Context: an optimization exercise on an open-source flow, tuned for small area, a short achievable clock period and few clock cycles per item. The choices shown serve that exercise and are no tape-out recipe. In this exercise RTL edits were held to simulation tests only and were not proved equivalent to the original. Power and IR drop assume default switching activity.

`flow/run.sh`:
```
#!/bin/bash
# synth_recipe.tcl (not shown) runs the flow's synth.tcl, then flattens the netlist and writes it again
# the make line also repeats each setting of config.mk as NAME=value (left out here)
make -C /OpenROAD-flow-scripts/flow DESIGN_CONFIG=/design/flow/config.mk WORK_HOME=/design/flow/orfs CLKGATE_MAP_FILE= SYNTH_SCRIPT=/design/flow/synth_recipe.tcl finish
```
`flow/config.mk`:
```
export PLATFORM = sky130hd
export DESIGN_NAME = inode_cache_lru
export DESIGN_NICKNAME = inode_cache_lru
export VERILOG_FILES = /design/flow/design.v
export SDC_FILE = /design/flow/constraint.sdc
export NUM_CORES = 4
export LEC_CHECK = 0
export CAP_MARGIN = 20
export CORE_MARGIN = 2
export CORE_UTILIZATION = 40
export SLEW_MARGIN = 20
```
`flow/constraint.sdc`:
```
create_clock -name core_clock -period 5.0 [get_ports {clock}]
set_input_delay 1.0000 -clock core_clock [delete_from_list [all_inputs] [get_ports {clock}]]
set_output_delay 1.0000 -clock core_clock [all_outputs]
set_load 0.01 [all_outputs]
```
`flow/design.v`:
```
package icl_pkg;
   localparam int DEFAULT_SLOTS = 16;
   localparam int KEY_W         = 16;
   localparam int STAMP_W       = 32;
   localparam int COUNT_W       = 17;
   localparam int OP_W          = 2;
   localparam int STATUS_W      = 2;
   localparam int SLOT_W        = 4;
   localparam logic [COUNT_W-1:0] INODE_COUNT_RESET = 17'h10000;
   typedef enum logic [OP_W-1:0] {
      OP_LOOKUP = 2'd0,
      OP_PUT    = 2'd1,
      OP_REMOVE = 2'd2
   } op_type;
   typedef enum logic [STATUS_W-1:0] {
      ST_OK     = 2'd0,
      ST_RANGE  = 2'd1,
      ST_ABSENT = 2'd2
   } status_type;
   typedef enum logic [1:0] {
      S_IDLE,
      S_SCAN,
      S_DONE
   } state_type;
   typedef struct packed {
      logic [KEY_W-1:0]   key;
      logic [STAMP_W-1:0] stamp;
   } entry_type;
endpackage
module inode_cache_lru #(
   parameter int SLOTS = icl_pkg::DEFAULT_SLOTS
) (
   input  logic                        clock,
   input  logic                        reset,
   input  logic                        req_valid,
   output logic                        req_ready,
   input  logic [icl_pkg::OP_W-1:0]    req_op,
   input  logic [icl_pkg::KEY_W-1:0]   req_key,
   output logic                        rsp_valid,
   input  logic                        rsp_ready,
   output logic [icl_pkg::STATUS_W-1:0] rsp_status,
   output logic                        rsp_hit,
   output logic [icl_pkg::SLOT_W-1:0]  rsp_slot,
   output logic                        rsp_evicted,
   output logic [icl_pkg::KEY_W-1:0]   rsp_evicted_key,
   input  logic                        csr_wr_en,
   input  logic [icl_pkg::COUNT_W-1:0] csr_wr_data
);
   localparam int KW = icl_pkg::KEY_W;
   localparam int SW = icl_pkg::SLOT_W;
   logic [KW-1:0]        key_ff [SLOTS];
   logic [SLOTS-1:0]     valid_ff;
   logic [SLOTS-1:0]     newer_ff [SLOTS];
   logic [icl_pkg::COUNT_W-1:0] inode_count_ff;
   logic                 r_valid_ff;
   logic [icl_pkg::OP_W-1:0] r_op_ff;
   logic [KW-1:0]        r_key_ff;
   logic                 rsp_valid_ff;
   logic [icl_pkg::STATUS_W-1:0] rsp_status_ff;
   logic                 rsp_hit_ff;
   logic [SW-1:0]        rsp_slot_ff;
   logic                 rsp_evicted_ff;
   logic [KW-1:0]        rsp_evicted_key_ff;
   logic                 fire;
   logic                 is_lookup, is_put, is_remove;
   logic [SLOTS-1:0]     match, first_inv, lru, alt, sel, wr;
   logic                 found, has_inv, in_range;
   logic [SW-1:0]        match_idx, alt_idx;
   logic [KW-1:0]        lru_key;
   logic [icl_pkg::STATUS_W-1:0] res_status;
   logic                 res_hit;
   logic [SW-1:0]        res_slot;
   logic                 res_evicted;
   logic [KW-1:0]        res_evicted_key;
   assign fire      = r_valid_ff && (!rsp_valid_ff || rsp_ready);
   assign req_ready = !r_valid_ff || !rsp_valid_ff || rsp_ready;
   assign is_lookup = (r_op_ff == icl_pkg::OP_LOOKUP);
   assign is_put    = (r_op_ff == icl_pkg::OP_PUT);
   assign is_remove = (r_op_ff == icl_pkg::OP_REMOVE);
   assign in_range  = ({1'b0, r_key_ff} < inode_count_ff);
   always_comb begin
      for (int i = 0; i < SLOTS; i++) begin
         match[i] = valid_ff[i] && (key_ff[i] == r_key_ff);
         first_inv[i] = !valid_ff[i];
         for (int k = 0; k < i; k++)
            if (!valid_ff[k]) first_inv[i] = 1'b0;
         lru[i] = 1'b1;
         for (int k = 0; k < SLOTS; k++) begin
            if (k < i && !newer_ff[k][i]) lru[i] = 1'b0;
            if (k > i && newer_ff[i][k])  lru[i] = 1'b0;
         end
      end
      found   = |match;
      has_inv = !(&valid_ff);
      alt     = has_inv ? first_inv : lru;
      match_idx = '0;
      alt_idx   = '0;
      lru_key   = '0;
      for (int i = 0; i < SLOTS; i++) begin
         if (match[i]) match_idx = match_idx | SW'(i);
         if (alt[i])   alt_idx   = alt_idx | SW'(i);
         if (lru[i])   lru_key   = lru_key | key_ff[i];
      end
   end
   assign sel = (fire && is_put) ? (found ? match : alt) : '0;
   assign wr  = (fire && is_put && !found) ? alt : '0;
   always_comb begin
      res_status      = icl_pkg::ST_OK;
      res_hit         = 1'b0;
      res_slot        = '0;
      res_evicted     = 1'b0;
      res_evicted_key = '0;
      if (is_lookup) begin
         if (!in_range) begin
            res_status = icl_pkg::ST_RANGE;
         end else if (found) begin
            res_hit  = 1'b1;
            res_slot = match_idx;
         end else begin
            res_status = icl_pkg::ST_ABSENT;
         end
      end else if (is_put) begin
         res_hit  = found;
         res_slot = found ? match_idx : alt_idx;
         if (!found && !has_inv) begin
            res_evicted     = 1'b1;
            res_evicted_key = lru_key;
         end
      end else if (is_remove) begin
         if (found) begin
            res_hit  = 1'b1;
            res_slot = match_idx;
         end else begin
            res_status = icl_pkg::ST_ABSENT;
         end
      end
   end
   always_ff @(posedge clock) begin
      for (int i = 0; i < SLOTS; i++) begin
         if (wr[i]) key_ff[i] <= r_key_ff;
         for (int j = i + 1; j < SLOTS; j++) begin
            if (sel[i])      newer_ff[i][j] <= 1'b1;
            else if (sel[j]) newer_ff[i][j] <= 1'b0;
         end
      end
   end
   always_ff @(posedge clock) begin
      if (reset) begin
         valid_ff       <= '0;
         inode_count_ff <= icl_pkg::INODE_COUNT_RESET;
         r_valid_ff     <= 1'b0;
         rsp_valid_ff   <= 1'b0;
      end else begin
         if (csr_wr_en) inode_count_ff <= csr_wr_data;
         for (int i = 0; i < SLOTS; i++) begin
            if (wr[i]) valid_ff[i] <= 1'b1;
            else if (fire && is_remove && match[i]) valid_ff[i] <= 1'b0;
         end
         if (req_ready) r_valid_ff <= req_valid;
         if (fire) rsp_valid_ff <= 1'b1;
         else if (rsp_ready) rsp_valid_ff <= 1'b0;
      end
   end
   always_ff @(posedge clock) begin
      if (req_ready) begin
         r_op_ff  <= req_op;
         r_key_ff <= req_key;
      end
   end
   always_ff @(posedge clock) begin
      if (fire) begin
         rsp_status_ff      <= res_status;
         rsp_hit_ff         <= res_hit;
         rsp_slot_ff        <= res_slot;
         rsp_evicted_ff     <= res_evicted;
         rsp_evicted_key_ff <= res_evicted_key;
      end
   end
   assign rsp_valid       = rsp_valid_ff;
   assign rsp_status      = rsp_status_ff;
   assign rsp_hit         = rsp_hit_ff;
   assign rsp_slot        = rsp_slot_ff;
   assign rsp_evicted     = rsp_evicted_ff;
   assign rsp_evicted_key = rsp_evicted_key_ff;
endmodule
```
==> summary.md <==
| Metric | Value |
|---|---|
| Status | `finished clean` |
| Vias | `16230` |
| Worst Setup Path Type | `flip-flop to flip-flop` |
| Fillers | `4756` |
| Max transition margin | `20.45%` |
| Num ports | `66` |
| H-tree depth | `2` |
| Warnings from Yosys | `3` |
| Slack of the critical path | `485.0 ps` |
| Nets | `1916` |
| Core ar. | `52450 µm²` |
| Post-Synthesis Cells | `1755` |
| First-pass GRT wire length | `116200 µm` |
| Routed WL per cell | `31.42 µm` |
| Critical R2R Launch | `r_key_ff[15]` |
| R2R Setup Slk | `490 ps` |
| Cts repair resizes | `0` |
| Max Root-Sink Buffers | `3` |
| TritonRoute pass-1 iters | `6` |
| Layout Skew | `28.28 ps` |
| Power Density | `339.1 nW/µm²` |
| Die ar. | `54690 µm²` |
| Hold crit path type | `flip-flop to flip-flop` |
| Clock Latency Late Sink | `610 ps` |
| Initial antenna violation count | `2` |
| Starting Density | `40.30%` |
| Post-place setup slack | `634.6 ps` |
| Max-slew violations | `0` |
| Power, Total | `0.008325 W` |
| Post-synthesis net count | `1810` |
| RSZ-0062 raised after global routing | `false` |
| GR Overflow Total | `0` |
| Synth Cell Area | `21130 µm²` |
| Total negative slack | `0 ps` |
| IO Port Bufs | `65` |
| Sink Count | `453` |
| FMAX | `221.5 MHz` |
| Reg-to-Reg End | `rsp_evicted_key_ff[8]` |
| Worst hold slack | `474.8 ps` |
| Crit path required time | `5430 ps` |
| Die Ht | `233.9 µm` |
| Reg area | `12050 µm²` |
| Vias in the first global route | `15910` |
| Final Cycle Share | `90.30%` |
| Setup crit start kind | `flip-flop` |
| Global Route Usage Sum | `29.78%` |
| Share of cells above drive strength 1 | `11.42%` |
| Via density | `6.268` |
| FFs w/ async S/R, synth | `0%` |
| Antenna-violating nets left | `0` |
| Fin. Hold Viols | `0` |
| Hold Crit Depth | `2` |
| Leakage | `8.930 nW` |
| Min Tclk post-route | `4515 ps` |
| Worst endpoint data arrival time | `4950 ps` |
| Final count of negative-setup-slack endpoints | `0` |
| TritonCTS clock tree | `yes` |
| Hold endpoint | `newer_ff[1][4]` |
| Most common cell after layout, fill and taps aside | `edfxtp_1` |
| Die Wd | `233.9 µm` |
| Largest net degree at the start of global routing | `34` |
| Post-synth EDFFs | `298` |
| CP endpoint kind | `flip-flop` |
| Clock Pin Slew Worst Setup and Hold Paths | `70 ps` |
| Multi-input logic area | `8489 µm²` |
| Syn-to-layout area delta | `16.17%` |
| DRC viols | `0` |
| Num CTS Buffers | `49` |
| CTS Hold Buffers Added | `0` |
| Max IR drop VDD | `0.3402 mV` |
| #FFs+latches synth | `453` |
| Core Rows | `84` |
| Final core occ | `46.82%` |
| Worst-path maximum fanout | `21` |
| Worst Reg-to-Reg Cells | `9` |
| Post-CTS Setup Bufs | `0` |
| GPL Wtd Cong | `1.009` |
| Detailed Place HPWL | `59240 µm` |
| CTS root buf | `clkbuf_16` |
| WL final | `81370 µm` |
| Most frequent cells in the layout | `edfxtp_1 (298), dfxtp_1 (155), xnor2_1 (144), xor2_1 (112), a21o_1 (82)` |
| Mean area per synthesized cell | `12.04 µm²` |
| Worst Tran Pin Value | `1193 ps` |
| Min-delay src | `newer_ff[1][4]` |
| Main synth FF type | `edfxtp_1` |
| Seq/Total Area, Yosys | `57.02%` |
| Unique masters post-synth | `67` |
| Starting DRT DRC Count | `2003` |
| Max Cap Viol | `0` |
-- Yosys cell counts, drive strengths merged, types with 18 or more instances --
| library cell | number | share of area [%] |
|---|---|---|
| a21o | 82 | 2.9 |
| a21oi | 27 | 0.64 |
| a221oi | 32 | 1.3 |
| a22o | 33 | 1.4 |
| a22oi | 66 | 2.3 |
| and4 | 22 | 0.91 |
| buf | 53 | 1.8 |
| clkbuf | 36 | 0.64 |
| dfxtp | 155 | 15 |
| edfxtp | 298 | 42 |
| inv | 49 | 0.87 |
| nand2 | 61 | 1.1 |
| nand2b | 27 | 0.80 |
| nand3 | 72 | 1.7 |
| nand4 | 72 | 2.1 |
| nor2 | 64 | 1.1 |
| nor3 | 29 | 0.71 |
| nor4 | 54 | 1.7 |
| o21ai | 44 | 1.0 |
| or4 | 18 | 0.66 |
| xnor2 | 144 | 6.0 |
| xor2 | 112 | 4.6 |
-- worst max-delay path, cell delays in order (launching register included) --
cell      delay (ps)
edfxtp_1        1110
buf_4            300
xor2_1           250
nor4_1           130
nand4_1          300
o22ai_1          240
nor4_2           330
and2_4           350
and3_1          1010
o21a_1           300
-- area by class of cell --
cell class | count | area share, %
Timing Repair Buffer | 144 | 5.412
Tap cell | 688 | 3.506
Inverter | 49 | 0.7491
Clock buffer | 61 | 5.478
Multi-Input combinational cell | 1164 | 34.58
Clock inverter | 29 | 1.172
Sequential cell | 453 | 49.09
Antenna cell | 2 | 0.02038
-- cells by family (layout without fill, tap and decap cells) --
| kind of cell | after synthesis | in the layout | share of synthesized area, % |
|---|---|---|---|
| multiplexers | 17 | 17 | 0.8051 |
| XOR/XNOR | 256 | 256 | 10.61 |
| AO/OA/AOI/OAI | 361 | 361 | 12.89 |
| buffers and inverters | 138 | 283 | 3.280 |
| adder cells (fa/ha/maj) | 15 | 15 | 0.8880 |
| flip-flops | 453 | 453 | 57.02 |
| other | 0 | 2 | 0 |
| AND/OR/NAND/NOR | 515 | 515 | 14.50 |
-- per-layer routing --
| layer | vias up | part of all wire, % | track usage, % |
|---|---|---|---|
| met4 | 2 | 5.4 | 14.83 |
| met3 | 234 | 9.5 | 6.189 |
| met1 | 8101 | 40 | 39.57 |
| met2 | 999 | 45 | 46.22 |
| met5 | - | 0.021 | 0 |
| li1 | 6898 | - | - |
-- how the worst max path moves through the flow --
stage	slack [ps]	startpoint	endpoint	depth (start not counted)
after floorplan	800	rsp_ready	key_ff[6][0]	6
after global placement	680	r_key_ff[15]	rsp_evicted_key_ff[8]	9
after detailed placement	630	r_key_ff[15]	rsp_evicted_key_ff[8]	9
after CTS	590	r_key_ff[15]	rsp_evicted_key_ff[8]	9
after global routing	380	r_key_ff[15]	rsp_evicted_key_ff[8]	9
final	490	r_key_ff[15]	rsp_evicted_key_ff[8]	9
-- sequential cells by signal, indices dropped and copies added (netlist names) --
| signal | flops |
|---|---|
| key_ff | 256 |
| newer_ff | 120 |
| inode_count_ff | 17 |
| r_key_ff | 16 |
| rsp_evicted_key_ff | 16 |
| valid_ff | 16 |
| rsp_slot_ff | 4 |
| r_op_ff | 2 |
| rsp_status_ff | 2 |
| r_valid_ff | 1 |
| rsp_evicted_ff | 1 |
| rsp_hit_ff | 1 |
| rsp_valid_ff | 1 |
-- metrics by stage --
| step | instances | area, µm² |
|---|---|---|
| final | 2590 | 24550 |
| after floorplan | 1755 | 21130 |
| after global routing | 2588 | 24550 |
| after global placement | 2496 | 22900 |
| after CTS | 2588 | 24550 |
| after detailed placement | 2498 | 22910 |
-- where the power goes --
| group | internal [W] | switching, W |
|---|---|---|
| registers | 0.00404 | 0.0000610 |
| logic | 0.000200 | 0.000284 |
| clock network | 0.00217 | 0.00157 |
| total | 0.00641 | 0.00192 |
Testbench counts, summed over its fixed seeds: cycles 12,016, items 12,000.

what the ideal ports hide:
No port has a modelled driver above. Below, the same layout with a new extraction and two added sets of constraints. Step 1 (the two cells are an assumption about what drives the block):
set clk [get_ports {clock}]
set_driving_cell -lib_cell sky130_fd_sc_hd__clkbuf_16 $clk
set_driving_cell -lib_cell sky130_fd_sc_hd__buf_2 [delete_from_list [all_inputs] $clk]
Step 2 also shifts input and output timing later by t, the mid clock arrival at the registers, as if the neighbouring blocks saw the same clock. Three values: no drivers, after step 1, after step 2; two values: the first two.
t (ns): 0.657
slack for setup (ns): 0.485 / 0.485 / 0.485
worst hold slack (ns): 0.475 / 0.475 / 0.475
worst setup path after step 2: register to register
cell pins on the clock port's net: 1
After both steps setup and hold are still met in this run. The setup slack of this run moves by 0.000 ns with the drivers and by 0.000 ns with both steps.
